This is an optimization exercise on Yosys and OpenROAD, whose aim is small area, a short achievable clock period and few clock cycles, not a production implementation. The RTL was checked by simulation tests, not by an equivalence proof against the original design. Power is estimated from default activity; no workload was simulated.

## run A
Design ycbcrBlockTop, start of the top module:
module ycbcrBlockTop (
    input  logic        clk,
    input  logic        rst_n,
    input  logic        enable,
    input  logic [63:0] dataRead,
    output logic [10:0] sramRaddr,
    output logic [10:0] sramWaddr,
    output logic [63:0] dataWrite,
    output logic        wen,
    output logic        valid
);
    logic       busy;
    logic [5:0] cnt;
    logic [2:0] phv;      
    logic [5:0] wbase;    
    logic [1:0] wph;      
    assign sramRaddr = {5'd0, cnt};
    always_ff @(posedge clk) begin
        if (!rst_n) begin
            busy <= 1'b0; cnt <= 6'd0; phv <= 3'b001;
            wen <= 1'b1; valid <= 1'b0; sramWaddr <= 11'd0;
            wbase <= 6'd0; wph <= 2'd0;
        end else begin
            valid <= 1'b0;
            phv <= {phv[1:0], phv[2]};
            if (!busy) begin
                phv <= 3'b001;
                wbase <= 6'd0; wph <= 2'd0;
                if (enable) begin busy <= 1'b1; cnt <= 6'd1; end
            end else begin
                cnt <= cnt + 6'd1;
                if (cnt >= 6'd7 && cnt < 6'd55) begin
                    wen <= 1'b0;
                    case (wph)
                        2'd0: sramWaddr <= {5'd0, wbase + 6'd0};
  ...
==> flow/config.mk <==
export PLATFORM = sky130hd
export DESIGN_NAME = ycbcrBlockTop
export DESIGN_NICKNAME = ycbcrBlockTop
export VERILOG_FILES = /design/flow/design.v
export SDC_FILE = /design/flow/constraint.sdc
export NUM_CORES = 4
export LEC_CHECK = 0
export CAP_MARGIN = 20
export CORE_MARGIN = 2
export CORE_UTILIZATION = 40
export SETUP_SLACK_MARGIN = 2.6
export SLEW_MARGIN = 20
==> flow/constraint.sdc <==
create_clock -name core_clock -period 5.0 [get_ports {clk}]
set_input_delay 1.0000 -clock core_clock [delete_from_list [all_inputs] [get_ports {clk}]]
set_output_delay 1.0000 -clock core_clock [all_outputs]
set_load 0.01 [all_outputs]
standard.sh (not shown) runs the stock make flow with config.mk's settings and CLKGATE_MAP_FILE= SYNTH_SCRIPT=/design/flow/synth_recipe.tcl, a recipe that flattens the netlist after the stock synthesis.
==> flow/flow/run.sh <==
#!/bin/bash
# Standard layout, with one netlist clean-up between synthesis and floorplan:
# fixinv.py flips full adders to remove the inverter pairs that Yosys's
# extract_fa leaves between them (logic unchanged, registers untouched).
set -euo pipefail
R=orfs/results/${FLOW_PLATFORM}/ycbcrBlockTop/base
bash standard.sh synth > synth.log 2>&1
cp $R/1_2_yosys.v $R/1_2_yosys.std.v
python3 flow/fixinv.py $R/1_2_yosys.std.v $R/1_2_yosys.v > fixinv.log 2>&1
rm -f $R/1_synth.odb $R/1_synth.sdc
bash standard.sh > layout.log 2>&1
Other scripts of this flow, unchanged in this note and not shown: flow/flow/fixinv.py
Testbench counts of run A, summed over its fixed seeds: cycles 2,736.
Inputs modified between run A and run B:
==> flow/flow/run.sh <==
#!/bin/bash
# Standard layout, with two changes:
# - between synthesis and floorplan, fixinv.py flips full adders to remove
#   the inverter pairs that Yosys's extract_fa leaves between them (logic
#   unchanged, registers untouched);
# - the port buffers that global placement inserts are buf_2 cells.
set -euo pipefail
R=orfs/results/${FLOW_PLATFORM}/ycbcrBlockTop/base
bash standard.sh synth > synth.log 2>&1
cp $R/1_2_yosys.v $R/1_2_yosys.std.v
python3 flow/fixinv.py $R/1_2_yosys.std.v $R/1_2_yosys.v > fixinv.log 2>&1
rm -f $R/1_synth.odb $R/1_synth.sdc
bash standard.sh "BUFFER_PORTS_ARGS=-buffer_cell sky130_fd_sc_hd__buf_2" finish > layout.log 2>&1
--- a/flow/config.mk
+++ b/flow/config.mk
@@ -9,3 +9,5 @@
 export CORE_MARGIN = 2
-export CORE_UTILIZATION = 40
+export CORE_UTILIZATION = 60
+export CTS_CLUSTER_DIAMETER = 100
+export CTS_CLUSTER_SIZE = 25
 export SETUP_SLACK_MARGIN = 2.6
Notes after the runs:
- Run B: layout cell share with drive strength beyond 1 is 2.3 points higher than what run A reported.
- When run B is set beside run A, its die area turns out to be 33% smaller.
- From run A to run B, count of non-CTS inverters in the layout did not move at all.
> inputs changed (run B -> run C)
--- a/flow/config.mk
+++ b/flow/config.mk
@@ -9,6 +9,4 @@
 export CORE_MARGIN = 2
-export CORE_UTILIZATION = 60
-export CTS_CLUSTER_DIAMETER = 100
-export CTS_CLUSTER_SIZE = 25
-export SETUP_SLACK_MARGIN = 2.6
+export CORE_UTILIZATION = 40
+export SETUP_SLACK_MARGIN = 3.0
 export SLEW_MARGIN = 20
[summary]
In the tables for run C and run B, share of cells above drive strength 1 reads lower with run B. Run B has higher met2 track demand over resource in global routing than run C. Comparing worst setup margin for run C and run B, the smaller number came from run B. Between run C and run B, floorplan die area is higher for run C, run B comes in under that. Routed wire length: run C > run B. Note that the number of placed cells counting well taps recorded for run C amounts to 1.11 times the value seen in run B. NOTE: pin slew with the least headroom to its limit in run C falls short of that of run B. From run B to run C the numbers moved as follows: number of fill cells in the layout up 72%; internal reg-to-reg setup slack now sits higher.
Modified inputs, run D compared to run C
--- a/flow/config.mk
+++ b/flow/config.mk
@@ -9,4 +9,4 @@
 export CORE_MARGIN = 2
-export CORE_UTILIZATION = 40
-export SETUP_SLACK_MARGIN = 3.0
+export CORE_UTILIZATION = 60
+export SETUP_SLACK_MARGIN = 2.6
 export SLEW_MARGIN = 20
## What came out
Run D vs run C: maximum vdd drop up in run D. Run D reports a higher sequential cell area share than run C does. Comparing run C and run D, the lower worst setup margin is on run D. Compared with run C, run D is the less power-hungry design. Delta(total CTS buffers, run D - run C) < 0. Looking at launching instance or port of the critical path, the op0_r[1]$_DFF_P_ result is from run D; the op1_g[7]$_DFF_P_ one comes from run C. In run D, sequential power is lower than in run C.
Relative to run D, the following input files were edited for run E:
--- a/flow/config.mk
+++ b/flow/config.mk
@@ -10,2 +10,4 @@
 export CORE_UTILIZATION = 60
+export CTS_CLUSTER_DIAMETER = 80
+export CTS_CLUSTER_SIZE = 20
 export SETUP_SLACK_MARGIN = 2.6
[summary]
- Run E completed; timing, DRC and antenna clean
- Summary — core utilization, run E relative to run D: lower, by 2.9 points.
- Run E vs run D, uppermost layer routed: met4 vs met5
- Changes observed in run E relative to run D: area fraction of clock buffers and clock inverters went down, combinational share of power up 3.7 points.
- Going from run D to run E, final routed wirelength across all metal layers now smaller; met3 wire length now smaller; maximum clock frequency comparable.
- Delta(routing usage on met1, run E - run D) > 0

## afterwards: timing with drivers on the ports
The flow's constraints put no driver on any port. The routed layouts listed below were extracted and timed again, unchanged, in two steps.
Step 1 sets driving cells, clkbuf_16 on the clock port and buf_2 on the other inputs (assumed; they add their load-dependent delay and slew).
Step 2 also shifts input and output timing later by t, the mid clock arrival at the registers, as if the neighbouring blocks saw the same clock.
Three values: ideal, step 1, step 2; two values: the first two.
| run | shift t [ns] | setup WS [ns] | clock arrival spread, ns | worst slew at a driven data input, ns |
|---|---|---|---|---|
| run A | 0.686 | 2.390 / 2.390 / 2.301 | 0.025 / 0.025 | 0.07 |
| run B | 0.649 | 2.398 / 2.398 / 2.398 | 0.023 / 0.022 | 0.05 |
| run C | 0.695 | 2.419 / 2.419 / 2.419 | 0.041 / 0.042 | 0.05 |
| run D | 0.678 | 2.396 / 2.396 / 2.396 | 0.045 / 0.045 | 0.05 |
| run E | 0.666 | 2.390 / 2.390 / 2.390 | 0.030 / 0.030 | 0.05 |
After both steps setup and hold are still met in every run listed. For run A, which loses most, drivers alone change the setup slack by 0.000 ns; drivers and shift together by -0.089 ns.
